This design comes from an exercise in tuning for small area, a short achievable clock period and few clock cycles per item on the open sky130 flow, not from production work. Only simulation tests tie the RTL to the original design; equivalence was not proved.

### flow/config.mk
export PLATFORM = sky130hd
export DESIGN_NAME = aes_dec_top
export DESIGN_NICKNAME = aes_dec_top
export VERILOG_FILES = /design/flow/design.v
export SDC_FILE = /design/flow/constraint.sdc
export NUM_CORES = 8
export LEC_CHECK = 0
export CAP_MARGIN = 20
export CORE_MARGIN = 2
export CORE_UTILIZATION = 30
export CTS_BUF_LIST = sky130_fd_sc_hd__clkbuf_4
export SETUP_SLACK_MARGIN = 1.4
export SLEW_MARGIN = 20
export SYNTH_HIERARCHICAL = 1
### flow/constraint.sdc
create_clock -name core_clock -period 9.0 [get_ports {clk}]
set_input_delay 1.8000 -clock core_clock [delete_from_list [all_inputs] [get_ports {clk}]]
set_output_delay 1.8000 -clock core_clock [all_outputs]
set_load 0.01 [all_outputs]
### flow/design.v
    function automatic logic [7:0] get_byte(input logic [127:0] b, input integer n);
        get_byte = b[8*(15-n) +: 8];
    endfunction
    function automatic logic [31:0] get_word(input logic [127:0] b, input integer k);
        get_word = {get_byte(b, k + 12), get_byte(b, k + 8), get_byte(b, k + 4), get_byte(b, k)};
    endfunction
    function automatic logic [7:0] rcon(input logic [3:0] i);
        case (i)
            4'd1:    rcon = 8'h01;
            4'd2:    rcon = 8'h02;
            4'd3:    rcon = 8'h04;
            4'd4:    rcon = 8'h08;
            4'd5:    rcon = 8'h10;
            4'd6:    rcon = 8'h20;
            4'd7:    rcon = 8'h40;
            4'd8:    rcon = 8'h80;
            4'd9:    rcon = 8'h1b;
            4'd10:   rcon = 8'h36;
            default: rcon = 8'h00;
        endcase
    endfunction
`timescale 1ns/1ps
module aes_dec_regs (
    input  logic         clk,
    input  logic         avs_read_i,
    input  logic         avs_write_i,
    input  logic [3:0]   avs_address_i,
    input  logic [31:0]  avs_writedata_i,
    input  logic         decrypt_busy_i,
    input  logic         key_ready_i,
    input  logic [127:0] plaintext_i,
    output logic [31:0]  avs_readdata_o,
    output logic         avs_waitrequest_o,
    output logic         expand_start_o,
    output logic         key_write_o,
    output logic         decrypt_start_o,
    output logic [127:0] cipher_key_o,
    output logic [127:0] ciphertext_o
);
    function automatic logic [7:0] get_byte(input logic [127:0] b, input integer n);
        get_byte = b[8*(15-n) +: 8];
    endfunction
    function automatic logic [31:0] get_word(input logic [127:0] b, input integer k);
        get_word = {get_byte(b, k + 12), get_byte(b, k + 8), get_byte(b, k + 4), get_byte(b, k)};
    endfunction
    function automatic logic [7:0] rcon(input logic [3:0] i);
        case (i)
            4'd1:    rcon = 8'h01;
            4'd2:    rcon = 8'h02;
            4'd3:    rcon = 8'h04;
            4'd4:    rcon = 8'h08;
            4'd5:    rcon = 8'h10;
            4'd6:    rcon = 8'h20;
            4'd7:    rcon = 8'h40;
            4'd8:    rcon = 8'h80;
            4'd9:    rcon = 8'h1b;
            4'd10:   rcon = 8'h36;
            default: rcon = 8'h00;
        endcase
    endfunction
    logic [3:0]   addr;
    logic         sel_key;
    logic         sel_ct;
    logic         sel_exp;
    logic         sel_dec;
    logic         wr_acc;
    logic [127:0] key_q;
    logic [127:0] ct_q;
    assign addr    = avs_address_i;
    assign sel_key = (addr[3:2] == 2'd0);
    assign sel_ct  = (addr[3:2] == 2'd1);
    assign sel_exp = (addr == 4'(8));
    assign sel_dec = (addr == 4'(9));
    assign avs_waitrequest_o = (avs_read_i  && sel_key && decrypt_busy_i) ||
                               (avs_write_i && (sel_key || sel_exp) && decrypt_busy_i) ||
                               (avs_write_i && sel_dec && !key_ready_i);
    assign wr_acc          = avs_write_i && !avs_waitrequest_o;
    assign expand_start_o  = wr_acc && sel_exp;
    assign decrypt_start_o = wr_acc && sel_dec;
    assign key_write_o     = wr_acc && sel_key;
    always_ff @(posedge clk) begin
        for (int k = 0; k < 4; k++) begin
            for (int i = 0; i < 4; i++) begin
                if (wr_acc && sel_key && addr[1:0] == 2'(k)) begin
                    key_q[8*(15-(k+4*i)) +: 8] <= avs_writedata_i[8*i +: 8];
                end
                if (wr_acc && sel_ct && addr[1:0] == 2'(k)) begin
                    ct_q[8*(15-(k+4*i)) +: 8] <= avs_writedata_i[8*i +: 8];
                end
            end
        end
    end
    assign cipher_key_o = key_q;
    assign ciphertext_o = ct_q;
    always_comb begin
        avs_readdata_o = '0;
        if (sel_key) begin
            avs_readdata_o = get_word(plaintext_i, addr[1:0]);
        end
    end
endmodule
`timescale 1ns/1ps
module aes_key_expand (
    input  logic         clk,
    input  logic         rst_n,
    input  logic         expand_start_i,
    input  logic         decrypt_start_i,
    input  logic         decrypt_busy_i,
    input  logic         key_write_i,
    input  logic [127:0] cipher_key_i,
    output logic         key_ready_o,
    output logic         last_round_o,
    output logic [127:0] whiten_key_o,
    output logic [127:0] round_key_o
);
    function automatic logic [7:0] get_byte(input logic [127:0] b, input integer n);
        get_byte = b[8*(15-n) +: 8];
    endfunction
    function automatic logic [31:0] get_word(input logic [127:0] b, input integer k);
        get_word = {get_byte(b, k + 12), get_byte(b, k + 8), get_byte(b, k + 4), get_byte(b, k)};
    endfunction
    function automatic logic [7:0] rcon(input logic [3:0] i);
        case (i)
            4'd1:    rcon = 8'h01;
            4'd2:    rcon = 8'h02;
            4'd3:    rcon = 8'h04;
            4'd4:    rcon = 8'h08;
            4'd5:    rcon = 8'h10;
            4'd6:    rcon = 8'h20;
            4'd7:    rcon = 8'h40;
            4'd8:    rcon = 8'h80;
            4'd9:    rcon = 8'h1b;
            4'd10:   rcon = 8'h36;
            default: rcon = 8'h00;
        endcase
    endfunction
    localparam logic [3:0] LAST_IDX = 4'(10);
    logic [127:0] rk_q;      
    logic [3:0]   idx_q;
    logic         clean_q;   
    logic         walk;      
    logic         last;      
    logic         fast;      
    logic         fwd;       
    logic         fwd_q;     
    logic         fast_q;    
    logic         step_back;
    logic         busy_d;
    logic [3:0]   idx_d;
    logic         clean_d;
    logic [31:0]  k0, k1, k2, k3p;
    logic [31:0]  sub_in;
    logic [31:0]  sub;
    logic [31:0]  t;
    logic [127:0] nxt_key;
    assign {k0, k1, k2, k3p} = rk_q;
    assign walk      = !decrypt_busy_i && (idx_q != LAST_IDX);
    assign last      = decrypt_busy_i && (idx_q == 4'd1);
    assign fast      = last && clean_q;
    assign fwd       = walk || fast;
    assign step_back = decrypt_start_i || (decrypt_busy_i && idx_q != 4'd1);
    assign sub_in = fwd_q ? (k2 ^ k3p) : k3p;
    for (genvar i = 0; i < 4; i++) begin : g_sbox
        aes_sbox u_sbox (.x(sub_in[8*((i+3)%4) +: 8]), .y(sub[8*i +: 8]));
    end
    assign t = k0 ^ sub ^ {rcon(fwd_q ? idx_q + 4'd1 : idx_q), 24'h000000};
    assign nxt_key = {t,
                      k1 ^ (fwd ? t : k0),
                      k1 ^ k2 ^ (fwd ? t : 32'h0),
                      k2 ^ k3p ^ (fwd ? 32'h0 : k1)};
    always_comb begin
        if (expand_start_i) begin
            idx_d = 4'd0;
        end else if (step_back) begin
            idx_d = idx_q - 4'd1;
        end else if (fwd) begin
            idx_d = idx_q + 4'd1;
        end else begin
            idx_d = idx_q;
        end
    end
    assign clean_d = expand_start_i || (clean_q && !key_write_i);
    assign busy_d = decrypt_start_i || (decrypt_busy_i && !last);
    always_ff @(posedge clk) begin
        if (!rst_n) begin
            idx_q   <= LAST_IDX;
            clean_q <= 1'b0;
            fwd_q   <= 1'b0;
            fast_q  <= 1'b0;
        end else begin
            idx_q   <= idx_d;
            clean_q <= clean_d;
            fwd_q   <= (!busy_d && idx_d != LAST_IDX) || (busy_d && idx_d == 4'd1 && clean_d);
            fast_q  <= busy_d && idx_d == 4'd1 && clean_d;
        end
    end
    always_ff @(posedge clk) begin
        if (expand_start_i) begin
            rk_q <= {cipher_key_i[127:32], cipher_key_i[63:32] ^ cipher_key_i[31:0]};
        end else if (step_back || fwd) begin
            rk_q <= nxt_key;
        end
    end
    assign key_ready_o  = (idx_q == LAST_IDX) && !decrypt_busy_i;
    assign last_round_o = (idx_q == 4'd1);
    assign whiten_key_o = {k0, k1, k2, k2 ^ k3p};
    assign round_key_o  = {fast_q ? cipher_key_i[127:96] : t, k0 ^ k1, k1 ^ k2, k3p};
endmodule
`timescale 1ns/1ps
module aes_dec_core (
    input  logic         clk,
    input  logic         rst_n,
    input  logic         decrypt_start_i,
    input  logic         last_round_i,
    input  logic [127:0] ciphertext_i,
    input  logic [127:0] whiten_key_i,
    input  logic [127:0] round_key_i,
    output logic         decrypt_busy_o,
    output logic [127:0] plaintext_o
);
    function automatic logic [7:0] get_byte(input logic [127:0] b, input integer n);
        get_byte = b[8*(15-n) +: 8];
    endfunction
    function automatic logic [31:0] get_word(input logic [127:0] b, input integer k);
        get_word = {get_byte(b, k + 12), get_byte(b, k + 8), get_byte(b, k + 4), get_byte(b, k)};
    endfunction
    function automatic logic [7:0] rcon(input logic [3:0] i);
        case (i)
            4'd1:    rcon = 8'h01;
            4'd2:    rcon = 8'h02;
            4'd3:    rcon = 8'h04;
            4'd4:    rcon = 8'h08;
            4'd5:    rcon = 8'h10;
            4'd6:    rcon = 8'h20;
            4'd7:    rcon = 8'h40;
            4'd8:    rcon = 8'h80;
            4'd9:    rcon = 8'h1b;
            4'd10:   rcon = 8'h36;
            default: rcon = 8'h00;
        endcase
    endfunction
    logic         busy_q;
    logic [127:0] state_q;
    logic [127:0] imc;
    logic [127:0] sub_in;
    logic [127:0] nxt;
    for (genvar c = 0; c < 4; c++) begin : g_imc
        aes_imc_col u_imc (
            .a({state_q[127-32*c-24 -: 8], state_q[127-32*c-16 -: 8],
                state_q[127-32*c-8 -: 8], state_q[127-32*c -: 8]}),
            .y({imc[127-32*c-24 -: 8], imc[127-32*c-16 -: 8],
                imc[127-32*c-8 -: 8], imc[127-32*c -: 8]})
        );
    end
    assign sub_in = busy_q ? imc : (ciphertext_i ^ whiten_key_i);
    for (genvar r = 0; r < 4; r++) begin : g_row
        for (genvar c = 0; c < 4; c++) begin : g_col
            aes_inv_sbox_ark u_isbox (
                .x({round_key_i[8*(15-(r+4*c)) +: 8],
                    sub_in[8*(15-(r+4*((c+4-r)%4))) +: 8]}),
                .y(nxt[8*(15-(r+4*c)) +: 8])
            );
        end
    end
    always_ff @(posedge clk) begin
        if (!rst_n) begin
            busy_q <= 1'b0;
        end else if (decrypt_start_i) begin
            busy_q <= 1'b1;
        end else if (last_round_i) begin
            busy_q <= 1'b0;
        end
    end
    always_ff @(posedge clk) begin
        if (decrypt_start_i || busy_q) begin
            state_q <= nxt;
        end
    end
    assign decrypt_busy_o = busy_q;
    assign plaintext_o    = state_q;
endmodule
module aes_g_xor(input logic a, input logic b, output logic y);
    assign y = a ^ b;
endmodule
module aes_g_xnor(input logic a, input logic b, output logic y);
    assign y = ~(a ^ b);
endmodule
module aes_g_and(input logic a, input logic b, output logic y);
    assign y = a & b;
endmodule
module aes_g_nand(input logic a, input logic b, output logic y);
    assign y = ~(a & b);
endmodule
module aes_g_or(input logic a, input logic b, output logic y);
    assign y = a | b;
endmodule
module aes_g_nor(input logic a, input logic b, output logic y);
    assign y = ~(a | b);
endmodule
module aes_g_andn(input logic a, input logic b, output logic y);
    assign y = ~a & b;
endmodule
module aes_g_nandn(input logic a, input logic b, output logic y);
    assign y = a | ~b;
endmodule
module aes_inv_sbox_ark (
    input  logic [15:0] x,
    output logic [7:0] y
);
    logic P0, P1, P2, P3, P4, P5, P6, P7, P8, P9, P10, P11;
    logic P12, P13, P14, P15, P16, P17, P18, P19, P20, P21, P22, P23;
    logic P24, P25, P26, P27, P28, P29, M1, M2, M3, M4, M5, M6;
    logic M7, M8, M9, M10, M11, M12, M13, M14, M15, M16, M17, M18;
    logic M19, M20, M21, M22, M23, M24, M25, M26, M27, M28, M29, M30;
    logic M31, M32, M33, M34, M35, M36, M37, M38, M39, M40, M41, M42;
    logic M43, M44, M45, M46, M47, M48, M49, M50, M51, M52, M53, M54;
    logic M55, M56, M57, M58, M59, M60, M61, M62, M63, Q0, Q1, Q2;
    logic Q3, Q4, Q5, Q6, Q7, Q8, Q9, Q10, Q11, Q12, Q13, Q14;
    logic Q15, Q16, Q17, Q18, Q19, Q20, Q21, Q22, Q23, Q24, Q25, Q26;
    logic Q27, Q28, Q29, Q30, Q31, Q32, Q33, Q34, Q35, Q36, Q37, Q38;
    logic Q39, Q40, Q41, Q42;
    aes_g_xor u0 (.a(x[4]), .b(x[6]), .y(P0));
    aes_g_xor u1 (.a(x[0]), .b(x[1]), .y(P1));
    aes_g_xnor u2 (.a(x[3]), .b(x[4]), .y(P2));
    aes_g_xor u3 (.a(x[6]), .b(x[7]), .y(P3));
    aes_g_xor u4 (.a(P0), .b(P1), .y(P4));
    aes_g_xor u5 (.a(x[2]), .b(x[5]), .y(P5));
    aes_g_xor u6 (.a(x[0]), .b(x[3]), .y(P6));
    aes_g_xor u7 (.a(x[3]), .b(x[6]), .y(P7));
    aes_g_xor u8 (.a(x[7]), .b(P0), .y(P8));
    aes_g_xor u9 (.a(P1), .b(P3), .y(P9));
    aes_g_xor u10 (.a(x[1]), .b(x[2]), .y(P10));
    aes_g_xor u11 (.a(x[0]), .b(x[5]), .y(P11));
    aes_g_xor u12 (.a(x[2]), .b(x[3]), .y(P12));
    aes_g_xor u13 (.a(x[2]), .b(x[7]), .y(P13));
    aes_g_xnor u14 (.a(x[4]), .b(x[7]), .y(P14));
    aes_g_xor u15 (.a(x[1]), .b(x[5]), .y(P15));
    aes_g_xnor u16 (.a(P3), .b(P6), .y(P16));
    aes_g_xor u17 (.a(x[7]), .b(P5), .y(P17));
    aes_g_xnor u18 (.a(x[5]), .b(P2), .y(P18));
    aes_g_xor u19 (.a(P7), .b(P15), .y(P19));
    aes_g_xor u20 (.a(P1), .b(P7), .y(P20));
    aes_g_xor u21 (.a(P0), .b(P11), .y(P21));
    aes_g_xor u22 (.a(P1), .b(P2), .y(P22));
    aes_g_xnor u23 (.a(P2), .b(P10), .y(P23));
    aes_g_xnor u24 (.a(P0), .b(P5), .y(P24));
    aes_g_xnor u25 (.a(x[0]), .b(P2), .y(P25));
    aes_g_xor u26 (.a(P4), .b(P13), .y(P26));
    aes_g_xor u27 (.a(P9), .b(P12), .y(P27));
    aes_g_xor u28 (.a(x[3]), .b(P8), .y(P28));
    aes_g_xnor u29 (.a(x[5]), .b(P4), .y(P29));
    aes_g_nor u30 (.a(P9), .b(P24), .y(M1));
    aes_g_nor u31 (.a(P14), .b(P8), .y(M2));
    aes_g_xnor u32 (.a(P27), .b(M1), .y(M3));
    aes_g_nor u33 (.a(P4), .b(P17), .y(M4));
    aes_g_xor u34 (.a(M4), .b(M1), .y(M5));
    aes_g_nor u35 (.a(P22), .b(P19), .y(M6));
    aes_g_nor u36 (.a(P0), .b(P25), .y(M7));
    aes_g_xnor u37 (.a(P21), .b(M6), .y(M8));
    aes_g_nor u38 (.a(P20), .b(P29), .y(M9));
    aes_g_xor u39 (.a(M9), .b(M6), .y(M10));
    aes_g_nor u40 (.a(P2), .b(P26), .y(M11));
    aes_g_nor u41 (.a(P28), .b(P23), .y(M12));
    aes_g_xor u42 (.a(M12), .b(M11), .y(M13));
    aes_g_nor u43 (.a(P3), .b(P16), .y(M14));
    aes_g_xor u44 (.a(M14), .b(M11), .y(M15));
    aes_g_xor u45 (.a(M3), .b(M2), .y(M16));
    aes_g_xnor u46 (.a(M5), .b(P6), .y(M17));
    aes_g_xor u47 (.a(M8), .b(M7), .y(M18));
    aes_g_xor u48 (.a(M10), .b(M15), .y(M19));
    aes_g_xor u49 (.a(M16), .b(M13), .y(M20));
    aes_g_xor u50 (.a(M17), .b(M15), .y(M21));
    aes_g_xor u51 (.a(M18), .b(M13), .y(M22));
    aes_g_xnor u52 (.a(M19), .b(P18), .y(M23));
    aes_g_xnor u53 (.a(M22), .b(M23), .y(M24));
    aes_g_nand u54 (.a(M22), .b(M20), .y(M25));
    aes_g_xor u55 (.a(M21), .b(M25), .y(M26));
    aes_g_xnor u56 (.a(M20), .b(M21), .y(M27));
    aes_g_xor u57 (.a(M23), .b(M25), .y(M28));
    aes_g_nor u58 (.a(M28), .b(M27), .y(M29));
    aes_g_nor u59 (.a(M26), .b(M24), .y(M30));
    aes_g_nand u60 (.a(M20), .b(M23), .y(M31));
    aes_g_nor u61 (.a(M27), .b(M31), .y(M32));
    aes_g_xor u62 (.a(M27), .b(M25), .y(M33));
    aes_g_nand u63 (.a(M21), .b(M22), .y(M34));
    aes_g_nor u64 (.a(M24), .b(M34), .y(M35));
    aes_g_xor u65 (.a(M24), .b(M25), .y(M36));
    aes_g_xnor u66 (.a(M21), .b(M29), .y(M37));
    aes_g_xnor u67 (.a(M32), .b(M33), .y(M38));
    aes_g_xnor u68 (.a(M23), .b(M30), .y(M39));
    aes_g_xnor u69 (.a(M35), .b(M36), .y(M40));
    aes_g_xnor u70 (.a(M38), .b(M40), .y(M41));
    aes_g_xnor u71 (.a(M37), .b(M39), .y(M42));
    aes_g_xnor u72 (.a(M37), .b(M38), .y(M43));
    aes_g_xnor u73 (.a(M39), .b(M40), .y(M44));
    aes_g_xnor u74 (.a(M42), .b(M41), .y(M45));
    aes_g_nor u75 (.a(M44), .b(P24), .y(M46));
    aes_g_nor u76 (.a(M40), .b(P8), .y(M47));
    aes_g_nor u77 (.a(M39), .b(P17), .y(M48));
    aes_g_nor u78 (.a(M43), .b(P19), .y(M49));
    aes_g_nor u79 (.a(M38), .b(P25), .y(M50));
    aes_g_nor u80 (.a(M37), .b(P29), .y(M51));
    aes_g_nor u81 (.a(M42), .b(P26), .y(M52));
    aes_g_nor u82 (.a(M45), .b(P23), .y(M53));
    aes_g_nor u83 (.a(M41), .b(P16), .y(M54));
    aes_g_nor u84 (.a(M44), .b(P9), .y(M55));
    aes_g_nor u85 (.a(M40), .b(P14), .y(M56));
    aes_g_nor u86 (.a(M39), .b(P4), .y(M57));
    aes_g_nor u87 (.a(M43), .b(P22), .y(M58));
    aes_g_nor u88 (.a(M38), .b(P0), .y(M59));
    aes_g_nor u89 (.a(M37), .b(P20), .y(M60));
    aes_g_nor u90 (.a(M42), .b(P2), .y(M61));
    aes_g_nor u91 (.a(M45), .b(P28), .y(M62));
    aes_g_nor u92 (.a(M41), .b(P3), .y(M63));
    aes_g_xor u93 (.a(M52), .b(M61), .y(Q0));
    aes_g_xor u94 (.a(M58), .b(Q0), .y(Q1));
    aes_g_xor u95 (.a(M59), .b(Q1), .y(Q2));
    aes_g_xor u96 (.a(M54), .b(M62), .y(Q3));
    aes_g_xor u97 (.a(M47), .b(M50), .y(Q4));
    aes_g_xor u98 (.a(M48), .b(M56), .y(Q5));
    aes_g_xor u99 (.a(Q2), .b(Q3), .y(Q6));
    aes_g_xor u100 (.a(M57), .b(M63), .y(Q7));
    aes_g_xor u101 (.a(M60), .b(Q4), .y(Q8));
    aes_g_xor u102 (.a(M49), .b(Q5), .y(Q9));
    aes_g_xor u103 (.a(M46), .b(M51), .y(Q10));
    aes_g_xor u104 (.a(M50), .b(M53), .y(Q11));
    aes_g_xor u105 (.a(Q8), .b(Q9), .y(Q12));
    aes_g_xor u106 (.a(Q2), .b(Q11), .y(Q13));
    aes_g_xor u107 (.a(M59), .b(x[14]), .y(Q14));
    aes_g_xor u108 (.a(M54), .b(M63), .y(Q15));
    aes_g_xor u109 (.a(M48), .b(x[12]), .y(Q16));
    aes_g_xor u110 (.a(M51), .b(x[15]), .y(Q17));
    aes_g_xor u111 (.a(M57), .b(x[13]), .y(Q18));
    aes_g_xor u112 (.a(x[10]), .b(Q4), .y(Q19));
    aes_g_xor u113 (.a(M55), .b(M61), .y(Q20));
    aes_g_xor u114 (.a(Q5), .b(Q7), .y(Q21));
    aes_g_xor u115 (.a(M49), .b(Q17), .y(Q22));
    aes_g_xor u116 (.a(M55), .b(Q15), .y(Q23));
    aes_g_xor u117 (.a(M49), .b(x[9]), .y(Q24));
    aes_g_xor u118 (.a(x[8]), .b(Q7), .y(Q25));
    aes_g_xor u119 (.a(M46), .b(Q16), .y(Q26));
    aes_g_xor u120 (.a(Q10), .b(Q19), .y(Q27));
    aes_g_xor u121 (.a(Q14), .b(Q23), .y(Q28));
    aes_g_xor u122 (.a(x[11]), .b(Q10), .y(Q29));
    aes_g_xor u123 (.a(Q20), .b(Q25), .y(Q30));
    aes_g_xor u124 (.a(M62), .b(Q24), .y(Q31));
    aes_g_xor u125 (.a(Q3), .b(Q12), .y(Q32));
    aes_g_xor u126 (.a(Q21), .b(Q29), .y(Q33));
    aes_g_xor u127 (.a(Q0), .b(Q12), .y(Q34));
    aes_g_xor u128 (.a(Q1), .b(Q18), .y(Q35));
    aes_g_xor u129 (.a(Q28), .b(Q34), .y(Q36));
    aes_g_xor u130 (.a(Q32), .b(Q35), .y(Q37));
    aes_g_xor u131 (.a(Q13), .b(Q33), .y(Q38));
    aes_g_xor u132 (.a(Q13), .b(Q31), .y(Q39));
    aes_g_xor u133 (.a(Q6), .b(Q26), .y(Q40));
    aes_g_xor u134 (.a(Q6), .b(Q22), .y(Q41));
    aes_g_xor u135 (.a(Q6), .b(Q27), .y(Q42));
    assign y[0] = Q30;
    assign y[1] = Q39;
    assign y[2] = Q42;
    assign y[3] = Q38;
    assign y[4] = Q40;
    assign y[5] = Q37;
    assign y[6] = Q36;
    assign y[7] = Q41;
endmodule
module aes_sbox (
    input  logic [7:0] x,
    output logic [7:0] y
);
    logic T1, T2, T3, T4, T5, T6, T7, T8, T9, T10, T11, T12;
    logic T13, T14, T15, T16, T17, T18, T19, T20, T21, T22, T23, T24;
    logic T25, T26, T27, M1, M2, M3, M4, M5, M6, M7, M8, M9;
    logic M10, M11, M12, M13, M14, M15, M16, M17, M18, M19, M20, M21;
    logic M22, M23, M24, M25, M26, M27, M28, M29, M30, M31, M32, M33;
    logic M34, M35, M36, M37, M38, M39, M40, M41, M42, M43, M44, M45;
    logic M46, M47, M48, M49, M50, M51, M52, M53, M54, M55, M56, M57;
    logic M58, M59, M60, M61, M62, M63, L0, L1, L2, L3, L4, L5;
    logic L6, L7, L8, L9, L10, L11, L12, L13, L14, L15, L16, L17;
    logic L18, L19, L20, L21, L22, L23, L24, L25, L26, L27, L28, L29;
    logic S0, S1, S2, S3, S4, S5, S6, S7;
    aes_g_xnor u0 (.a(x[7]), .b(x[4]), .y(T1));
    aes_g_xnor u1 (.a(x[7]), .b(x[2]), .y(T2));
    aes_g_xnor u2 (.a(x[7]), .b(x[1]), .y(T3));
    aes_g_xnor u3 (.a(x[4]), .b(x[2]), .y(T4));
    aes_g_xor u4 (.a(x[3]), .b(x[1]), .y(T5));
    aes_g_xor u5 (.a(T1), .b(T5), .y(T6));
    aes_g_xor u6 (.a(x[6]), .b(x[5]), .y(T7));
    aes_g_xor u7 (.a(x[0]), .b(T6), .y(T8));
    aes_g_xnor u8 (.a(x[0]), .b(T7), .y(T9));
    aes_g_xor u9 (.a(T6), .b(T7), .y(T10));
    aes_g_xor u10 (.a(x[6]), .b(x[2]), .y(T11));
    aes_g_xor u11 (.a(x[5]), .b(x[2]), .y(T12));
    aes_g_xnor u12 (.a(T3), .b(T4), .y(T13));
    aes_g_xnor u13 (.a(T6), .b(T11), .y(T14));
    aes_g_xnor u14 (.a(T5), .b(T11), .y(T15));
    aes_g_xnor u15 (.a(T5), .b(T12), .y(T16));
    aes_g_xnor u16 (.a(T9), .b(T16), .y(T17));
    aes_g_xor u17 (.a(x[4]), .b(x[0]), .y(T18));
    aes_g_xor u18 (.a(T7), .b(T18), .y(T19));
    aes_g_xor u19 (.a(T1), .b(T19), .y(T20));
    aes_g_xor u20 (.a(x[1]), .b(x[0]), .y(T21));
    aes_g_xnor u21 (.a(T7), .b(T21), .y(T22));
    aes_g_xnor u22 (.a(T2), .b(T22), .y(T23));
    aes_g_xor u23 (.a(T2), .b(T10), .y(T24));
    aes_g_xor u24 (.a(T20), .b(T17), .y(T25));
    aes_g_xor u25 (.a(T3), .b(T16), .y(T26));
    aes_g_xor u26 (.a(T1), .b(T12), .y(T27));
    aes_g_nor u27 (.a(T13), .b(T6), .y(M1));
    aes_g_nor u28 (.a(T23), .b(T8), .y(M2));
    aes_g_xor u29 (.a(T14), .b(M1), .y(M3));
    aes_g_nand u30 (.a(T19), .b(x[0]), .y(M4));
    aes_g_xnor u31 (.a(M4), .b(M1), .y(M5));
    aes_g_nor u32 (.a(T3), .b(T16), .y(M6));
    aes_g_nor u33 (.a(T22), .b(T9), .y(M7));
    aes_g_xor u34 (.a(T26), .b(M6), .y(M8));
    aes_g_nor u35 (.a(T20), .b(T17), .y(M9));
    aes_g_xor u36 (.a(M9), .b(M6), .y(M10));
    aes_g_nor u37 (.a(T1), .b(T15), .y(M11));
    aes_g_nor u38 (.a(T4), .b(T27), .y(M12));
    aes_g_xor u39 (.a(M12), .b(M11), .y(M13));
    aes_g_nor u40 (.a(T2), .b(T10), .y(M14));
    aes_g_xor u41 (.a(M14), .b(M11), .y(M15));
    aes_g_xor u42 (.a(M3), .b(M2), .y(M16));
    aes_g_xor u43 (.a(M5), .b(T24), .y(M17));
    aes_g_xor u44 (.a(M8), .b(M7), .y(M18));
    aes_g_xor u45 (.a(M10), .b(M15), .y(M19));
    aes_g_xor u46 (.a(M16), .b(M13), .y(M20));
    aes_g_xor u47 (.a(M17), .b(M15), .y(M21));
    aes_g_xor u48 (.a(M18), .b(M13), .y(M22));
    aes_g_xor u49 (.a(M19), .b(T25), .y(M23));
    aes_g_xnor u50 (.a(M22), .b(M23), .y(M24));
    aes_g_nand u51 (.a(M22), .b(M20), .y(M25));
    aes_g_xor u52 (.a(M21), .b(M25), .y(M26));
    aes_g_xnor u53 (.a(M20), .b(M21), .y(M27));
    aes_g_xor u54 (.a(M23), .b(M25), .y(M28));
    aes_g_nor u55 (.a(M28), .b(M27), .y(M29));
    aes_g_nor u56 (.a(M26), .b(M24), .y(M30));
    aes_g_nand u57 (.a(M20), .b(M23), .y(M31));
    aes_g_nor u58 (.a(M27), .b(M31), .y(M32));
    aes_g_xor u59 (.a(M27), .b(M25), .y(M33));
    aes_g_nand u60 (.a(M21), .b(M22), .y(M34));
    aes_g_nor u61 (.a(M24), .b(M34), .y(M35));
    aes_g_xor u62 (.a(M24), .b(M25), .y(M36));
    aes_g_xnor u63 (.a(M21), .b(M29), .y(M37));
    aes_g_xnor u64 (.a(M32), .b(M33), .y(M38));
    aes_g_xor u65 (.a(M23), .b(M30), .y(M39));
    aes_g_xnor u66 (.a(M35), .b(M36), .y(M40));
    aes_g_xnor u67 (.a(M38), .b(M40), .y(M41));
    aes_g_xor u68 (.a(M37), .b(M39), .y(M42));
    aes_g_xnor u69 (.a(M37), .b(M38), .y(M43));
    aes_g_xor u70 (.a(M39), .b(M40), .y(M44));
    aes_g_xnor u71 (.a(M42), .b(M41), .y(M45));
    aes_g_nor u72 (.a(M44), .b(T6), .y(M46));
    aes_g_nor u73 (.a(M40), .b(T8), .y(M47));
    aes_g_nand u74 (.a(M39), .b(x[0]), .y(M48));
    aes_g_nor u75 (.a(M43), .b(T16), .y(M49));
    aes_g_nor u76 (.a(M38), .b(T9), .y(M50));
    aes_g_nor u77 (.a(M37), .b(T17), .y(M51));
    aes_g_nor u78 (.a(M42), .b(T15), .y(M52));
    aes_g_nor u79 (.a(M45), .b(T27), .y(M53));
    aes_g_nor u80 (.a(M41), .b(T10), .y(M54));
    aes_g_nor u81 (.a(M44), .b(T13), .y(M55));
    aes_g_nor u82 (.a(M40), .b(T23), .y(M56));
    aes_g_nand u83 (.a(M39), .b(T19), .y(M57));
    aes_g_nor u84 (.a(M43), .b(T3), .y(M58));
    aes_g_nor u85 (.a(M38), .b(T22), .y(M59));
    aes_g_nor u86 (.a(M37), .b(T20), .y(M60));
    aes_g_nor u87 (.a(M42), .b(T1), .y(M61));
    aes_g_nor u88 (.a(M45), .b(T4), .y(M62));
    aes_g_nor u89 (.a(M41), .b(T2), .y(M63));
    aes_g_xor u90 (.a(M61), .b(M62), .y(L0));
    aes_g_xor u91 (.a(M50), .b(M56), .y(L1));
    aes_g_xnor u92 (.a(M46), .b(M48), .y(L2));
    aes_g_xor u93 (.a(M47), .b(M55), .y(L3));
    aes_g_xor u94 (.a(M54), .b(M58), .y(L4));
    aes_g_xor u95 (.a(M49), .b(M61), .y(L5));
    aes_g_xor u96 (.a(M62), .b(L5), .y(L6));
    aes_g_xor u97 (.a(M46), .b(L3), .y(L7));
    aes_g_xor u98 (.a(M51), .b(M59), .y(L8));
    aes_g_xor u99 (.a(M52), .b(M53), .y(L9));
    aes_g_xor u100 (.a(M53), .b(L4), .y(L10));
    aes_g_xor u101 (.a(M60), .b(L2), .y(L11));
    aes_g_xnor u102 (.a(M48), .b(M51), .y(L12));
    aes_g_xor u103 (.a(M50), .b(L0), .y(L13));
    aes_g_xor u104 (.a(M52), .b(M61), .y(L14));
    aes_g_xor u105 (.a(M55), .b(L1), .y(L15));
    aes_g_xor u106 (.a(M56), .b(L0), .y(L16));
    aes_g_xnor u107 (.a(M57), .b(L1), .y(L17));
    aes_g_xor u108 (.a(M58), .b(L8), .y(L18));
    aes_g_xor u109 (.a(M63), .b(L4), .y(L19));
    aes_g_xor u110 (.a(L0), .b(L1), .y(L20));
    aes_g_xor u111 (.a(L1), .b(L7), .y(L21));
    aes_g_xor u112 (.a(L3), .b(L12), .y(L22));
    aes_g_xor u113 (.a(L18), .b(L2), .y(L23));
    aes_g_xor u114 (.a(L15), .b(L9), .y(L24));
    aes_g_xor u115 (.a(L6), .b(L10), .y(L25));
    aes_g_xor u116 (.a(L7), .b(L9), .y(L26));
    aes_g_xor u117 (.a(L8), .b(L10), .y(L27));
    aes_g_xor u118 (.a(L11), .b(L14), .y(L28));
    aes_g_xor u119 (.a(L11), .b(L17), .y(L29));
    aes_g_xor u120 (.a(L6), .b(L24), .y(S0));
    aes_g_xnor u121 (.a(L16), .b(L26), .y(S1));
    aes_g_xnor u122 (.a(L19), .b(L28), .y(S2));
    aes_g_xor u123 (.a(L6), .b(L21), .y(S3));
    aes_g_xor u124 (.a(L20), .b(L22), .y(S4));
    aes_g_xor u125 (.a(L25), .b(L29), .y(S5));
    aes_g_xnor u126 (.a(L13), .b(L27), .y(S6));
    aes_g_xnor u127 (.a(L6), .b(L23), .y(S7));
    assign y[0] = S7;
    assign y[1] = S6;
    assign y[2] = S5;
    assign y[3] = S4;
    assign y[4] = S3;
    assign y[5] = S2;
    assign y[6] = S1;
    assign y[7] = S0;
endmodule
module aes_imc_col (
    input  logic [31:0] a,
    output logic [31:0] y
);
    logic T0, T1, T2, T3, T4, T5, T6, T7, T8, T9, T10, T11;
    logic T12, T13, T14, T15, T16, T17, T18, T19, T20, T21, T22, T23;
    logic T24, T25, T26, T27, T28, T29, T30, T31, T32, T33, T34, T35;
    logic T36, T37, T38, T39, T40, T41, T42, T43, T44, T45, T46, T47;
    logic T48, T49, T50, T51, T52, T53, T54, T55, T56, T57, T58, T59;
    logic T60, T61, T62, T63, T64, T65, T66, T67, T68, T69, T70, T71;
    logic T72, T73, T74, T75, T76, T77, T78, T79, T80, T81, T82, T83;
    logic T84, T85, T86, T87, T88, T89, T90, T91, T92, T93, T94, T95;
    logic T96, T97, T98, T99, T100, T101, T102, T103, T104, T105, T106, T107;
    logic T108, T109, T110, T111, T112, T113, T114, T115, T116, T117, T118, T119;
    logic T120, T121, T122, T123, T124, T125, T126, T127, T128, T129, T130, T131;
    logic T132, T133, T134, T135, T136, T137, T138, T139, T140, T141, T142, T143;
    logic T144, T145, T146, T147, T148, T149, T150, T151, T152, T153, T154, T155;
    logic T156, T157, T158, T159, T160, T161, T162, T163, T164, T165, T166, T167;
    logic T168, T169, T170, T171, T172;
    aes_g_xor u0 (.a(a[13]), .b(a[29]), .y(T0));
    aes_g_xor u1 (.a(a[5]), .b(a[21]), .y(T1));
    aes_g_xor u2 (.a(a[6]), .b(a[22]), .y(T2));
    aes_g_xor u3 (.a(a[14]), .b(a[30]), .y(T3));
    aes_g_xor u4 (.a(T0), .b(T1), .y(T4));
    aes_g_xor u5 (.a(a[11]), .b(a[23]), .y(T5));
    aes_g_xor u6 (.a(a[7]), .b(a[27]), .y(T6));
    aes_g_xor u7 (.a(a[19]), .b(a[31]), .y(T7));
    aes_g_xor u8 (.a(a[3]), .b(a[15]), .y(T8));
    aes_g_xor u9 (.a(a[18]), .b(T3), .y(T9));
    aes_g_xor u10 (.a(a[10]), .b(T2), .y(T10));
    aes_g_xor u11 (.a(a[1]), .b(T4), .y(T11));
    aes_g_xor u12 (.a(a[9]), .b(a[25]), .y(T12));
    aes_g_xor u13 (.a(a[4]), .b(a[20]), .y(T13));
    aes_g_xor u14 (.a(a[12]), .b(a[28]), .y(T14));
    aes_g_xor u15 (.a(a[0]), .b(a[16]), .y(T15));
    aes_g_xor u16 (.a(a[8]), .b(a[24]), .y(T16));
    aes_g_xor u17 (.a(a[26]), .b(T10), .y(T17));
    aes_g_xor u18 (.a(a[2]), .b(T9), .y(T18));
    aes_g_xor u19 (.a(T5), .b(T7), .y(T19));
    aes_g_xor u20 (.a(T6), .b(T8), .y(T20));
    aes_g_xor u21 (.a(a[17]), .b(T12), .y(T21));
    aes_g_xor u22 (.a(a[7]), .b(a[23]), .y(T22));
    aes_g_xor u23 (.a(a[15]), .b(a[31]), .y(T23));
    aes_g_xor u24 (.a(a[17]), .b(T2), .y(T24));
    aes_g_xor u25 (.a(T15), .b(T16), .y(T25));
    aes_g_xor u26 (.a(T13), .b(T14), .y(T26));
    aes_g_xor u27 (.a(T19), .b(T20), .y(T27));
    aes_g_xor u28 (.a(T3), .b(T4), .y(T28));
    aes_g_xor u29 (.a(T11), .b(T21), .y(T29));
    aes_g_xor u30 (.a(T17), .b(T18), .y(T30));
    aes_g_xor u31 (.a(T11), .b(T24), .y(T31));
    aes_g_xor u32 (.a(a[15]), .b(a[23]), .y(T32));
    aes_g_xor u33 (.a(a[7]), .b(a[31]), .y(T33));
    aes_g_xor u34 (.a(a[23]), .b(a[31]), .y(T34));
    aes_g_xor u35 (.a(a[7]), .b(a[15]), .y(T35));
    aes_g_xor u36 (.a(a[2]), .b(a[17]), .y(T36));
    aes_g_xor u37 (.a(T5), .b(T8), .y(T37));
    aes_g_xor u38 (.a(a[4]), .b(T7), .y(T38));
    aes_g_xor u39 (.a(T5), .b(T6), .y(T39));
    aes_g_xor u40 (.a(T15), .b(T23), .y(T40));
    aes_g_xor u41 (.a(T2), .b(T14), .y(T41));
    aes_g_xor u42 (.a(T3), .b(T13), .y(T42));
    aes_g_xor u43 (.a(T2), .b(T16), .y(T43));
    aes_g_xor u44 (.a(T16), .b(T22), .y(T44));
    aes_g_xor u45 (.a(T0), .b(T8), .y(T45));
    aes_g_xor u46 (.a(T1), .b(T23), .y(T46));
    aes_g_xor u47 (.a(T0), .b(T22), .y(T47));
    aes_g_xor u48 (.a(a[26]), .b(T25), .y(T48));
    aes_g_xor u49 (.a(T1), .b(T39), .y(T49));
    aes_g_xor u50 (.a(T4), .b(T43), .y(T50));
    aes_g_xor u51 (.a(a[6]), .b(T26), .y(T51));
    aes_g_xor u52 (.a(a[22]), .b(T26), .y(T52));
    aes_g_xor u53 (.a(T17), .b(T40), .y(T53));
    aes_g_xor u54 (.a(T18), .b(T44), .y(T54));
    aes_g_xor u55 (.a(T27), .b(T41), .y(T55));
    aes_g_xor u56 (.a(T28), .b(T32), .y(T56));
    aes_g_xor u57 (.a(T27), .b(T42), .y(T57));
    aes_g_xor u58 (.a(a[13]), .b(a[30]), .y(T58));
    aes_g_xor u59 (.a(a[5]), .b(a[22]), .y(T59));
    aes_g_xor u60 (.a(a[4]), .b(a[28]), .y(T60));
    aes_g_xor u61 (.a(a[7]), .b(a[30]), .y(T61));
    aes_g_xor u62 (.a(a[1]), .b(a[9]), .y(T62));
    aes_g_xor u63 (.a(a[12]), .b(a[20]), .y(T63));
    aes_g_xor u64 (.a(a[1]), .b(a[25]), .y(T64));
    aes_g_xor u65 (.a(a[21]), .b(a[29]), .y(T65));
    aes_g_xor u66 (.a(a[14]), .b(a[23]), .y(T66));
    aes_g_xor u67 (.a(a[5]), .b(a[14]), .y(T67));
    aes_g_xor u68 (.a(a[8]), .b(a[16]), .y(T68));
    aes_g_xor u69 (.a(a[3]), .b(a[10]), .y(T69));
    aes_g_xor u70 (.a(a[2]), .b(a[19]), .y(T70));
    aes_g_xor u71 (.a(a[15]), .b(a[30]), .y(T71));
    aes_g_xor u72 (.a(a[12]), .b(a[21]), .y(T72));
    aes_g_xor u73 (.a(a[0]), .b(a[8]), .y(T73));
    aes_g_xor u74 (.a(a[11]), .b(a[18]), .y(T74));
    aes_g_xor u75 (.a(a[5]), .b(a[28]), .y(T75));
    aes_g_xor u76 (.a(a[16]), .b(a[24]), .y(T76));
    aes_g_xor u77 (.a(a[9]), .b(a[24]), .y(T77));
    aes_g_xor u78 (.a(a[9]), .b(a[26]), .y(T78));
    aes_g_xor u79 (.a(a[14]), .b(a[31]), .y(T79));
    aes_g_xor u80 (.a(a[25]), .b(T3), .y(T80));
    aes_g_xor u81 (.a(T7), .b(T69), .y(T81));
    aes_g_xor u82 (.a(T15), .b(T33), .y(T82));
    aes_g_xor u83 (.a(T34), .b(T68), .y(T83));
    aes_g_xor u84 (.a(a[24]), .b(T15), .y(T84));
    aes_g_xor u85 (.a(a[12]), .b(T13), .y(T85));
    aes_g_xor u86 (.a(a[29]), .b(T63), .y(T86));
    aes_g_xor u87 (.a(a[16]), .b(T35), .y(T87));
    aes_g_xor u88 (.a(T33), .b(T76), .y(T88));
    aes_g_xor u89 (.a(T6), .b(T12), .y(T89));
    aes_g_xor u90 (.a(a[0]), .b(T35), .y(T90));
    aes_g_xor u91 (.a(T7), .b(T75), .y(T91));
    aes_g_xor u92 (.a(a[28]), .b(T13), .y(T92));
    aes_g_xor u93 (.a(a[21]), .b(T58), .y(T93));
    aes_g_xor u94 (.a(T6), .b(T14), .y(T94));
    aes_g_xor u95 (.a(a[13]), .b(T59), .y(T95));
    aes_g_xor u96 (.a(a[27]), .b(T36), .y(T96));
    aes_g_xor u97 (.a(a[29]), .b(T67), .y(T97));
    aes_g_xor u98 (.a(T12), .b(T70), .y(T98));
    aes_g_xor u99 (.a(T3), .b(T12), .y(T99));
    aes_g_xor u100 (.a(a[20]), .b(T14), .y(T100));
    aes_g_xor u101 (.a(a[6]), .b(T65), .y(T101));
    aes_g_xor u102 (.a(a[0]), .b(T34), .y(T102));
    aes_g_xor u103 (.a(a[13]), .b(T60), .y(T103));
    aes_g_xor u104 (.a(a[8]), .b(T82), .y(T104));
    aes_g_xor u105 (.a(T9), .b(T25), .y(T105));
    aes_g_xor u106 (.a(T38), .b(T94), .y(T106));
    aes_g_xor u107 (.a(a[20]), .b(T45), .y(T107));
    aes_g_xor u108 (.a(T19), .b(T92), .y(T108));
    aes_g_xor u109 (.a(T10), .b(T96), .y(T109));
    aes_g_xor u110 (.a(T45), .b(T72), .y(T110));
    aes_g_xor u111 (.a(a[25]), .b(T83), .y(T111));
    aes_g_xor u112 (.a(T20), .b(T74), .y(T112));
    aes_g_xor u113 (.a(T4), .b(T81), .y(T113));
    aes_g_xor u114 (.a(T46), .b(T61), .y(T114));
    aes_g_xor u115 (.a(T10), .b(T64), .y(T115));
    aes_g_xor u116 (.a(T88), .b(T99), .y(T116));
    aes_g_xor u117 (.a(T37), .b(T98), .y(T117));
    aes_g_xor u118 (.a(T24), .b(T78), .y(T118));
    aes_g_xor u119 (.a(T37), .b(T100), .y(T119));
    aes_g_xor u120 (.a(T46), .b(T66), .y(T120));
    aes_g_xor u121 (.a(T47), .b(T79), .y(T121));
    aes_g_xor u122 (.a(T77), .b(T90), .y(T122));
    aes_g_xor u123 (.a(T36), .b(T80), .y(T123));
    aes_g_xor u124 (.a(T20), .b(T85), .y(T124));
    aes_g_xor u125 (.a(T19), .b(T25), .y(T125));
    aes_g_xor u126 (.a(T9), .b(T62), .y(T126));
    aes_g_xor u127 (.a(T21), .b(T73), .y(T127));
    aes_g_xor u128 (.a(T47), .b(T71), .y(T128));
    aes_g_xor u129 (.a(T11), .b(T116), .y(T129));
    aes_g_xor u130 (.a(T50), .b(T102), .y(T130));
    aes_g_xor u131 (.a(T28), .b(T117), .y(T131));
    aes_g_xor u132 (.a(T89), .b(T105), .y(T132));
    aes_g_xor u133 (.a(T18), .b(T106), .y(T133));
    aes_g_xor u134 (.a(T49), .b(T103), .y(T134));
    aes_g_xor u135 (.a(T52), .b(T121), .y(T135));
    aes_g_xor u136 (.a(T51), .b(T128), .y(T136));
    aes_g_xor u137 (.a(T109), .b(T125), .y(T137));
    aes_g_xor u138 (.a(T52), .b(T114), .y(T138));
    aes_g_xor u139 (.a(T48), .b(T112), .y(T139));
    aes_g_xor u140 (.a(T51), .b(T120), .y(T140));
    aes_g_xor u141 (.a(T18), .b(T119), .y(T141));
    aes_g_xor u142 (.a(T38), .b(T110), .y(T142));
    aes_g_xor u143 (.a(T50), .b(T87), .y(T143));
    aes_g_xor u144 (.a(T49), .b(T86), .y(T144));
    aes_g_xor u145 (.a(T28), .b(T104), .y(T145));
    aes_g_xor u146 (.a(T17), .b(T124), .y(T146));
    aes_g_xor u147 (.a(T91), .b(T107), .y(T147));
    aes_g_xor u148 (.a(T17), .b(T108), .y(T148));
    aes_g_xor u149 (.a(T11), .b(T137), .y(T149));
    aes_g_xor u150 (.a(T55), .b(T93), .y(T150));
    aes_g_xor u151 (.a(T53), .b(T123), .y(T151));
    aes_g_xor u152 (.a(T29), .b(T146), .y(T152));
    aes_g_xor u153 (.a(T54), .b(T118), .y(T153));
    aes_g_xor u154 (.a(T53), .b(T126), .y(T154));
    aes_g_xor u155 (.a(T56), .b(T84), .y(T155));
    aes_g_xor u156 (.a(T56), .b(T127), .y(T156));
    aes_g_xor u157 (.a(T30), .b(T142), .y(T157));
    aes_g_xor u158 (.a(T30), .b(T147), .y(T158));
    aes_g_xor u159 (.a(T29), .b(T148), .y(T159));
    aes_g_xor u160 (.a(T55), .b(T97), .y(T160));
    aes_g_xor u161 (.a(T31), .b(T139), .y(T161));
    aes_g_xor u162 (.a(T48), .b(T131), .y(T162));
    aes_g_xor u163 (.a(T30), .b(T144), .y(T163));
    aes_g_xor u164 (.a(T29), .b(T133), .y(T164));
    aes_g_xor u165 (.a(T54), .b(T115), .y(T165));
    aes_g_xor u166 (.a(T30), .b(T134), .y(T166));
    aes_g_xor u167 (.a(T31), .b(T122), .y(T167));
    aes_g_xor u168 (.a(T29), .b(T141), .y(T168));
    aes_g_xor u169 (.a(T57), .b(T101), .y(T169));
    aes_g_xor u170 (.a(T31), .b(T111), .y(T170));
    aes_g_xor u171 (.a(T113), .b(T132), .y(T171));
    aes_g_xor u172 (.a(T57), .b(T95), .y(T172));
    assign y[0] = T143;
    assign y[1] = T156;
    assign y[2] = T154;
    assign y[3] = T149;
    assign y[4] = T168;
    assign y[5] = T157;
    assign y[6] = T172;
    assign y[7] = T140;
    assign y[8] = T155;
    assign y[9] = T170;
    assign y[10] = T153;
    assign y[11] = T171;
    assign y[12] = T159;
    assign y[13] = T163;
    assign y[14] = T150;
    assign y[15] = T135;
    assign y[16] = T130;
    assign y[17] = T129;
    assign y[18] = T151;
    assign y[19] = T161;
    assign y[20] = T164;
    assign y[21] = T158;
    assign y[22] = T169;
    assign y[23] = T138;
    assign y[24] = T145;
    assign y[25] = T167;
    assign y[26] = T165;
    assign y[27] = T162;
    assign y[28] = T152;
    assign y[29] = T166;
    assign y[30] = T160;
    assign y[31] = T136;
endmodule
`timescale 1ns/1ps
module aes_dec_top (
    input  logic        clk,
    input  logic        rst_n,
    input  logic        avs_read_i,
    input  logic        avs_write_i,
    input  logic [3:0]  avs_address_i,
    input  logic [31:0] avs_writedata_i,
    output logic [31:0] avs_readdata_o,
    output logic        avs_waitrequest_o
);
    logic         expand_start;
    logic         key_write;
    logic         decrypt_start;
    logic         decrypt_busy;
    logic         key_ready;
    logic         last_round;
    logic [127:0] cipher_key;
    logic [127:0] ciphertext;
    logic [127:0] plaintext;
    logic [127:0] whiten_key;
    logic [127:0] round_key;
    aes_dec_regs i_aes_dec_regs (
        .clk               (clk),
        .avs_read_i        (avs_read_i),
        .avs_write_i       (avs_write_i),
        .avs_address_i     (avs_address_i),
        .avs_writedata_i   (avs_writedata_i),
        .decrypt_busy_i    (decrypt_busy),
        .key_ready_i       (key_ready),
        .plaintext_i       (plaintext),
        .avs_readdata_o    (avs_readdata_o),
        .avs_waitrequest_o (avs_waitrequest_o),
        .expand_start_o    (expand_start),
        .key_write_o       (key_write),
        .decrypt_start_o   (decrypt_start),
        .cipher_key_o      (cipher_key),
        .ciphertext_o      (ciphertext)
    );
    aes_key_expand i_aes_key_expand (
        .clk             (clk),
        .rst_n           (rst_n),
        .expand_start_i  (expand_start),
        .decrypt_start_i (decrypt_start),
        .decrypt_busy_i  (decrypt_busy),
        .key_write_i     (key_write),
        .cipher_key_i    (cipher_key),
        .key_ready_o     (key_ready),
        .last_round_o    (last_round),
        .whiten_key_o    (whiten_key),
        .round_key_o     (round_key)
    );
    aes_dec_core i_aes_dec_core (
        .clk             (clk),
        .rst_n           (rst_n),
        .decrypt_start_i (decrypt_start),
        .last_round_i    (last_round),
        .ciphertext_i    (ciphertext),
        .whiten_key_i    (whiten_key),
        .round_key_i     (round_key),
        .decrypt_busy_o  (decrypt_busy),
        .plaintext_o     (plaintext)
    );
endmodule
### flow/run.sh
#!/bin/bash
# synth_recipe.tcl (not shown) runs the flow's synth.tcl, then flattens the netlist and writes it again
# the make line also repeats each setting of config.mk as NAME=value (left out here)
make -C /OpenROAD-flow-scripts/flow DESIGN_CONFIG=/design/flow/config.mk WORK_HOME=/design/flow/orfs CLKGATE_MAP_FILE= SYNTH_SCRIPT=/design/flow/synth_recipe.tcl finish
==> results of run 1 <==
metrics by stage:
stage           util  std cells  setup slack (ps)  instance area [um^2]
2_1_floorplan      -       5557              2230                 53500
5_1_grt        0.332       7955              1300                 59000
3_5_place_dp   0.309       7662               477                 55000
3_3_place_gp   0.309       7662               509                 55000
6_report       0.332       7956              1720                 59000
4_1_cts        0.322       7918              1350                 57300
area by class of cell:
class	count	area share
inverter	13	0.000827
tap	2355	0.0499
sequential	520	0.263
multi-input combinational	4647	0.630
clock inverter	50	0.00528
antenna	4	0.000170
clock buffer	205	0.0261
timing repair buffer	162	0.0247
flip-flops by register name, summed over array words and instances (netlist names):
register,flops
i_aes_key_expand.idx_q,4
i_aes_key_expand.clean_q,1
i_aes_key_expand.fast_q,1
i_aes_dec_core.state_q,128
i_aes_key_expand.fwd_q,1
i_aes_key_expand.rk_q,128
i_aes_dec_regs.key_q,128
i_aes_dec_regs.ct_q,128
i_aes_dec_core.busy_q,1
metal layers:
layer,vias to the layer above,part of all wire,track usage
li1,17300,-,-
met5,-,0.000074,0
met1,18300,0.43,0.255
met3,242,0.069,0.0275
met4,2,0.035,0.0640
met2,1268,0.47,0.313
modules after synthesis (local to each module, per instance), a selection:
module | cells inside | times used | cell area [um^2]
aes_dec_core | 545 | 1 | 6730
aes_dec_regs | 355 | 1 | 8840
aes_g_nand | 1 | 72 | 3.75
aes_g_nor | 1 | 608 | 3.75
aes_g_xnor | 1 | 480 | 8.76
aes_imc_col | 32 | 4 | 240
aes_inv_sbox_ark | 8 | 16 | 60.1
aes_key_expand | 989 | 1 | 9610
aes_sbox | 8 | 4 | 60.1
cells in the final DEF, fill, tap and decap left out, types with 13 or more instances in the layout:
cell type	n
nor2_1	620
mux4_2	29
xnor2_1	611
nand2_1	426
clkbuf_4	205
xor2_2	113
xor2_4	29
buf_4	86
inv_1	13
edfxtp_1	512
clkdlybuf4s50_1	70
o21ai_0	104
o21ai_2	95
o21ai_1	39
xnor2_2	54
mux2_2	52
clkinv_1	31
nor2b_1	40
xor2_1	2316
cells by family after synthesis:
family          synth area share
compound gates            0.0336
xor+xnor                   0.511
fa+ha+maj                0.00187
buf+inv                   0.0516
flops                      0.290
mux                       0.0250
simple gates              0.0867
worst reg2reg max path: stages (launching register included):
cell and delay (ps):
edfxtp_1 550, xor2_4 410, xor2_2 330, xor2_2 310, xor2_1 310, xor2_1 400, nand2_1 140, o21ai_2 240
xor2_4 320, xor2_2 270, xor2_1 270, nor2_1 120, xor2_1 300, xor2_1 260, xnor2_2 160, xnor2_1 310
nor2_1 130, xnor2_2 340, xnor2_1 200, nor2_1 230, xor2_1 280, xor2_1 270, xor2_1 340, xor2_1 290
xor2_1 280
timing repair:
item	4_1_cts	5_1_grt
hold endpoints to repair	0	0
setup endpoints to repair	89	114
resized for setup	67	186
buffers inserted	1	33
pin swaps	3	17
final timing paths:
| check | start | to | cells past startpoint |
|---|---|---|---|
| setup reg to reg | i_aes_dec_core.state_q[38] | i_aes_dec_core.state_q[105] | 24 |
| hold / removal | i_aes_dec_regs.key_q[76] | i_aes_key_expand.rk_q[76] | 2 |
| setup / recovery | i_aes_dec_core.state_q[38] | i_aes_dec_core.state_q[105] | 24 |
| hold reg to reg | i_aes_dec_regs.key_q[76] | i_aes_key_expand.rk_q[76] | 2 |
==> summary.txt, run 1 <==
Class of the tightest hold or removal check: reg -> reg
Starting Density: 0.301
Clock insertion delay at the later pin of the skew report: 1060 ps
Startpoint Class: flip-flop
Post-synthesis average cell area: 9.63 um^2
Arr. time, crit path: 8120 ps
Unrepaired setup endpoints after global routing: yes
MaxCap Viol Count: 0
Library cell contributing the largest single delay on the critical path: edfxtp_1
Routability Congestion: 0.970
Kind of capture point of the worst setup path: flip-flop
DIE AREA: 0.182 mm^2
Unique cell type count in the Yosys netlist: 64
Layout overhead on the synthesized area: 10.2%
Total routing usage reported by global routing: 0.190
Number of primary I/O pins: 73
Clock Sink Count: 520
Category of cells accounting for the largest share of critical-path delay: XOR/XNOR gates
Most frequent cell on the critical path: xor2_1
Final setup vio count: 0
Buffer cell driving the clock tree root: clkbuf_4
Clock Path Buffers: 3
Most repeated cell in the gate-level netlist after synthesis: xor2_1
TritonCTS Buffers: 148
# nets final: 5,540
Final-report max-slew violation count: 0
Clk slew on worst S/H paths: 60 ps
Cells taking the most area after synthesis: xor2_1, edfxtp_1, xnor2_1
Count of H-tree levels built during CTS: 4
Startpoint-to-endpoint class of the critical path: reg -> reg
Drt pass-1 iters: 6
Status: complete, no violations
FP Rows: 155
Least-Margin Pin Slew: 1160 ps
Worst clock skew: 63.5 ps
Maximum achievable frequency: 137 MHz
WL/cell: 22.2 um
Total via count in the routed design: 37,100
Storage cell area: 0.0155 mm^2
Number of global-route vias before repair: 37,200
Via/cell ratio: 4.66
Fraction of final layout cells with drive strength greater than 1: 0.128
Required time at the endpoint of the critical path: 9830 ps
First-pass GRT wire length: 254,000 um
Overall die width: 426 um
Critical path buffer and inverter count: 0
Overflow left after global routing: 0
WL final: 177,000 um
Setup slack of the most critical reg-to-reg path: 1720 ps
Synthesis-stage register bit count: 520
Worst-path cell chain: xor2_4 -> xor2_2 -> xor2_2 -> xor2_1 -> xor2_1 -> nand2_1 -> o21ai_2 -> xor2_4 -> xor2_2 -> xor2_1 -> nor2_1 -> xor2_1 -> xor2_1 -> xnor2_2 -> xnor2_1 -> nor2_1 -> xnor2_2 -> xnor2_1 -> nor2_1 -> xor2_1 -> xor2_1 -> xor2_1 -> xor2_1 -> xor2_1
Sequential share of the synthesized area: 0.290
Main synth FF type: edfxtp_1
Remaining max-slew budget at the tightest pin: 0.215
Clock tree from TritonCTS: done
Antenna violation net count after detailed routing: 0
Synthesized cell area: 0.0535 mm^2
Worst hold slack: 523 ps
Final cycle utilization of the critical path: 0.809
Synthesized instance count: 5,557
Initial antenna violation count: 15
DRC errors left: 0
Count of routing violations after the opening detailed-route iteration: 3,446
Fill cell instance count of the final layout: 18,100
Period minus WS final: 7280 ps
I/O Buffers: 72
Yosys warnings: 9
Number of enable-type register cells in the synthesized netlist: 512
Library cell with the largest summed area after synthesis: xor2_1
Area of the multi-input gates: 0.0372 mm^2
Highest fanout seen on the critical path: 6
Number of nets produced by synthesis: 5,605
CP max stage delay: 550 ps
Hold buffer count at CTS: 0
Core Box Area: 0.178 mm^2
Share of flip-flops with an asynchronous set or reset after synthesis: 0
Die height: 426 um
Final-layout setup total negative slack: 0 ps
Pin count of the biggest net entering global routing: 102
Fraction of post-synthesis cell area in the top cell type by area: 0.402
Top cell types by occurrence after synthesis: xor2_1, xnor2_1, nor2_1, edfxtp_1, nand2_1
Post-detailed-placement half-perimeter wirelength: 141,000 um
Final number of hold-violating endpoints: 0
Testbench counts, summed over its fixed seeds: cycles 18,222, blocks 895.
==> run 2, diff against run 1 <==
--- a/flow/config.mk
+++ b/flow/config.mk
@@ -10,3 +10,4 @@
 export CORE_UTILIZATION = 30
-export CTS_BUF_LIST = sky130_fd_sc_hd__clkbuf_4
+export CTS_BUF_LIST = sky130_fd_sc_hd__clkbuf_4 sky130_fd_sc_hd__clkbuf_8
+export CTS_CLUSTER_SIZE = 40
 export SETUP_SLACK_MARGIN = 1.4
==> run 2 against run 1 <==
Against the previous run: sequential cell count stayed put; area after synthesis stayed put; non-clock buffer count is 6 higher; synthesized cell count stayed put; first-iteration DRC count is 1.3% lower; worst hold slack worse by 15 ps; count of clock-buffer cells in the layout is 86 lower; critical path depth stayed put; critical path type unchanged; highest routed layer unchanged.
==> summary.txt, run 2 <==
Yosys warnings: 9 (unchanged)
Kind of capture point of the worst setup path: flip-flop (unchanged)
CP max stage delay: 570 ps (was 550 ps)
Pin count of the biggest net entering global routing: 102 (unchanged)
# nets final: 5,492 (was 5,540)
FP Rows: 155 (unchanged)
Total routing usage reported by global routing: 0.190 (about the same)
Number of nets produced by synthesis: 5,605 (unchanged)
Core Box Area: 0.178 mm^2 (unchanged)
Sequential share of the synthesized area: 0.290 (unchanged)
TritonCTS Buffers: 94 (was 148)
Clock tree from TritonCTS: done (unchanged)
Number of enable-type register cells in the synthesized netlist: 512 (unchanged)
Number of primary I/O pins: 73 (unchanged)
Clock Sink Count: 520 (unchanged)
I/O Buffers: 72 (unchanged)
MaxCap Viol Count: 0 (unchanged)
Routability Congestion: 0.970 (unchanged)
Required time at the endpoint of the critical path: 9510 ps (was 9830 ps)
First-pass GRT wire length: 254,000 um (about the same)
Final-layout setup total negative slack: 0 ps (unchanged)
Startpoint-to-endpoint class of the critical path: reg -> reg (unchanged)
Class of the tightest hold or removal check: reg -> reg (unchanged)
Drt pass-1 iters: 5 (was 6)
Clk slew on worst S/H paths: 60 ps (about the same)
Library cell with the largest summed area after synthesis: xor2_1 (unchanged)
Setup slack of the most critical reg-to-reg path: 1690 ps (was 1720 ps)
DIE AREA: 0.182 mm^2 (unchanged)
Most repeated cell in the gate-level netlist after synthesis: xor2_1 (unchanged)
Worst-path cell chain: xor2_2 -> xor2_2 -> xor2_1 -> xor2_1 -> xor2_1 -> nand2_1 -> o21ai_2 -> xor2_4 -> xor2_2 -> xor2_1 -> nor2_1 -> xor2_1 -> xor2_1 -> xnor2_2 -> xnor2_1 -> nor2_1 -> xnor2_2 -> xnor2_1 -> nor2_1 -> xor2_1 -> xor2_1 -> xor2_2 -> xor2_2 -> xor2_2 (was xor2_4 -> xor2_2 -> xor2_2 -> xor2_1 -> xor2_1 -> nand2_1 -> o21ai_2 -> xor2_4 -> xor2_2 -> xor2_1 -> nor2_1 -> xor2_1 -> xor2_1 -> xnor2_2 -> xnor2_1 -> nor2_1 -> xnor2_2 -> xnor2_1 -> nor2_1 -> xor2_1 -> xor2_1 -> xor2_1 -> xor2_1 -> xor2_1)
Final-report max-slew violation count: 0 (unchanged)
Total via count in the routed design: 36,700 (was 37,100)
Status: complete, no violations (unchanged)
Via/cell ratio: 4.66 (about the same)
WL final: 177,000 um (about the same)
Synthesized instance count: 5,557 (unchanged)
Clock Path Buffers: 3 (unchanged)
Hold buffer count at CTS: 0 (unchanged)
Highest fanout seen on the critical path: 6 (unchanged)
Pre-CTS WS: 477 ps (unchanged)
Clock insertion delay at the later pin of the skew report: 790 ps (was 1060 ps)
Fill cell instance count of the final layout: 18,100 (about the same)
Remaining max-slew budget at the tightest pin: 0.211 (was 0.215)
Worst clock skew: 52.2 ps (was 63.5 ps)
Fraction of final layout cells with drive strength greater than 1: 0.116 (was 0.128)
Final Worst Setup Slack: 1690 ps (was 1720 ps)
Unique cell type count in the Yosys netlist: 64 (unchanged)
Die height: 426 um (unchanged)
Fraction of post-synthesis cell area in the top cell type by area: 0.402 (unchanged)
Synthesis-stage register bit count: 520 (unchanged)
WL/cell: 22.4 um (was 22.2 um)
Post-detailed-placement half-perimeter wirelength: 141,000 um (unchanged)
Top cell types by occurrence after synthesis: xor2_1, xnor2_1, nor2_1, edfxtp_1, nand2_1 (unchanged)
Share of flip-flops with an asynchronous set or reset after synthesis: 0 (unchanged)
Final number of hold-violating endpoints: 0 (unchanged)
Cells taking the most area after synthesis: xor2_1, edfxtp_1, xnor2_1 (unchanged)
Overall die width: 426 um (unchanged)
Arr. time, crit path: 7820 ps (was 8120 ps)
Post-synthesis average cell area: 9.63 um^2 (unchanged)
Commonest cells after routing, fill and taps aside: xor2_1, nor2_1, xnor2_1, edfxtp_1, nand2_1 (unchanged)
Library cell contributing the largest single delay on the critical path: edfxtp_1 (unchanged)
Least-Margin Pin Slew: 1170 ps (was 1160 ps)
Period minus WS final: 7310 ps (was 7280 ps)
Final setup vio count: 0 (unchanged)
Startpoint Class: flip-flop (unchanged)
Antenna violation net count after detailed routing: 0 (unchanged)
Count of routing violations after the opening detailed-route iteration: 3,400 (was 3,446)
Initial antenna violation count: 14 (was 15)
Unrepaired setup endpoints after global routing: no (was yes)
Starting Density: 0.301 (unchanged)
Buffer cell driving the clock tree root: clkbuf_8 (was clkbuf_4)
DRC errors left: 0 (unchanged)
Overflow left after global routing: 0 (unchanged)
Main synth FF type: edfxtp_1 (unchanged)
Most frequent standard cell in the layout excluding fill and tap cells: xor2_1 (unchanged)
Most frequent cell on the critical path: xor2_1 (unchanged)
Layout overhead on the synthesized area: 10.3% (was 10.2%)
Maximum achievable frequency: 137 MHz (about the same)
Final cycle utilization of the critical path: 0.812 (was 0.809)
Synthesized cell area: 0.0535 mm^2 (unchanged)
Number of global-route vias before repair: 36,700 (was 37,200)
Count of H-tree levels built during CTS: 3 (was 4)
[run 2: cell count changes in the layout (fill, tap and decap cells not counted), moves of 4 or more]
cell / before / now
clkbuf_4: 205 / 25
clkbuf_8: 0 / 94
buf_4: 86 / 92
clkinv_1: 31 / 25
clkinv_2: 9 / 13
inv_2: 4 / 0
[run 2: worst paths after layout]
kind	from	endpoint	cells after the start
worst max-delay path	i_aes_dec_core.state_q[87]	i_aes_dec_core.state_q[11]	24
worst min-delay path	i_aes_dec_regs.key_q[91]	i_aes_key_expand.rk_q[91]	2
worst max register to register	i_aes_dec_core.state_q[87]	i_aes_dec_core.state_q[11]	24
worst min register to register	i_aes_dec_regs.key_q[91]	i_aes_key_expand.rk_q[91]	2
[run 2: per-stage QoR]
step           hold WS, ps   util  instances  cell area (um^2)
2_1_floorplan          498      -       5557             53500
3_3_place_gp           504  0.309       7662             55000
3_5_place_dp           511  0.309       7662             55000
4_1_cts                517  0.322       7832             57300
5_1_grt                530  0.332       7874             59100
6_report               508  0.332       7875             59100
[run 2: area by class of cell]
cell class | count | area (um^2) | area share
Sequential cell | 520 | 15500 | 0.263
Tap cell | 2355 | 2950 | 0.0499
Multi-Input combinational cell | 4647 | 37200 | 0.630
Clock inverter | 50 | 355 | 0.00602
Timing Repair Buffer | 168 | 1500 | 0.0255
Antenna cell | 3 | 7.51 | 0.000127
Inverter | 13 | 48.8 | 0.000826
Clock buffer | 119 | 1480 | 0.0251
[run 2: timing repair]
action,4_1_cts,5_1_grt
pin swaps,3,16
buffers inserted,1,39
resized for setup,65,188
endpoints found under the setup margin,85,117
[run 2: logic make-up (layout without fill, tap and decap cells)]
| kind of cell | count (synthesis) | in the layout | share of synthesized area |
|---|---|---|---|
| AO/OA/AOI/OAI | 277 | 277 | 0.0336 |
| XOR/XNOR | 3123 | 3123 | 0.511 |
| adder cells (fa/ha/maj) | 8 | 8 | 0.00187 |
| buffers and inverters | 390 | 350 | 0.0516 |
| flip-flops | 520 | 520 | 0.290 |
| multiplexers | 86 | 86 | 0.0250 |
| other | 0 | 3 | 0 |
| AND/OR/NAND/NOR | 1153 | 1153 | 0.0867 |
[run 2: Yosys stat by module, one instance, submodules excluded, a selection]
module,times used,cells inside,cell area [um^2],flip-flops and latches
aes_g_xnor,480,1,8.76,0
aes_dec_core,1,545,6730,129
aes_g_xor,2220,1,8.76,0
aes_dec_regs,1,355,8840,256
aes_g_nor,608,1,3.75,0
aes_imc_col,4,32,240,0
aes_key_expand,1,989,9610,135
aes_g_nand,72,1,3.75,0
aes_sbox,4,8,60.1,0
aes_inv_sbox_ark,16,8,60.1,0
[run 2: worst max-delay path: cells and delay by family (launching register included)]
family,cells,cell delay (ps)
AND/OR/NAND/NOR,4,670
flip-flops,1,570
AO/OA/AOI/OAI,1,230
XOR/XNOR,19,5550
[run 2: layer usage]
metal / part of all wire / GRT usage / vias to the layer above
li1: - / - / 17200
met1: 0.43 / 0.256 / 18100
met2: 0.47 / 0.316 / 1207
met3: 0.063 / 0.0231 / 212
met4: 0.029 / 0.0576 / 2
met5: 0.000074 / 0 / -

[what the ideal ports hide]
In the flow no input, the clock included, has a driving cell. The finished layouts below were timed again as built, in two steps. Step 1 (the two cells are an assumption about what drives the block):
set clk [get_ports {clk}]
set_driving_cell -lib_cell sky130_fd_sc_hd__clkbuf_16 $clk
set_driving_cell -lib_cell sky130_fd_sc_hd__buf_2 [delete_from_list [all_inputs] $clk]
Step 2 moves the port delays by t, midway between the first and last clock arrival at a register: inputs arrive t later, outputs are due t later. That takes back most of the time a late clock gives input paths. Slacks: ideal / step 1 / step 2; pairs: ideal / step 1.
| run | shift t [ns] | setup slack, ns | slew at the worst register clock pin (ns) |
|---|---|---|---|
| run 1 | 1.111 | 1.718 / 1.718 / 1.718 | 0.08 / 0.08 |
| run 2 | 0.843 | 1.693 / 1.693 / 1.693 | 0.07 / 0.07 |
After both steps setup and hold are still met in every run listed.
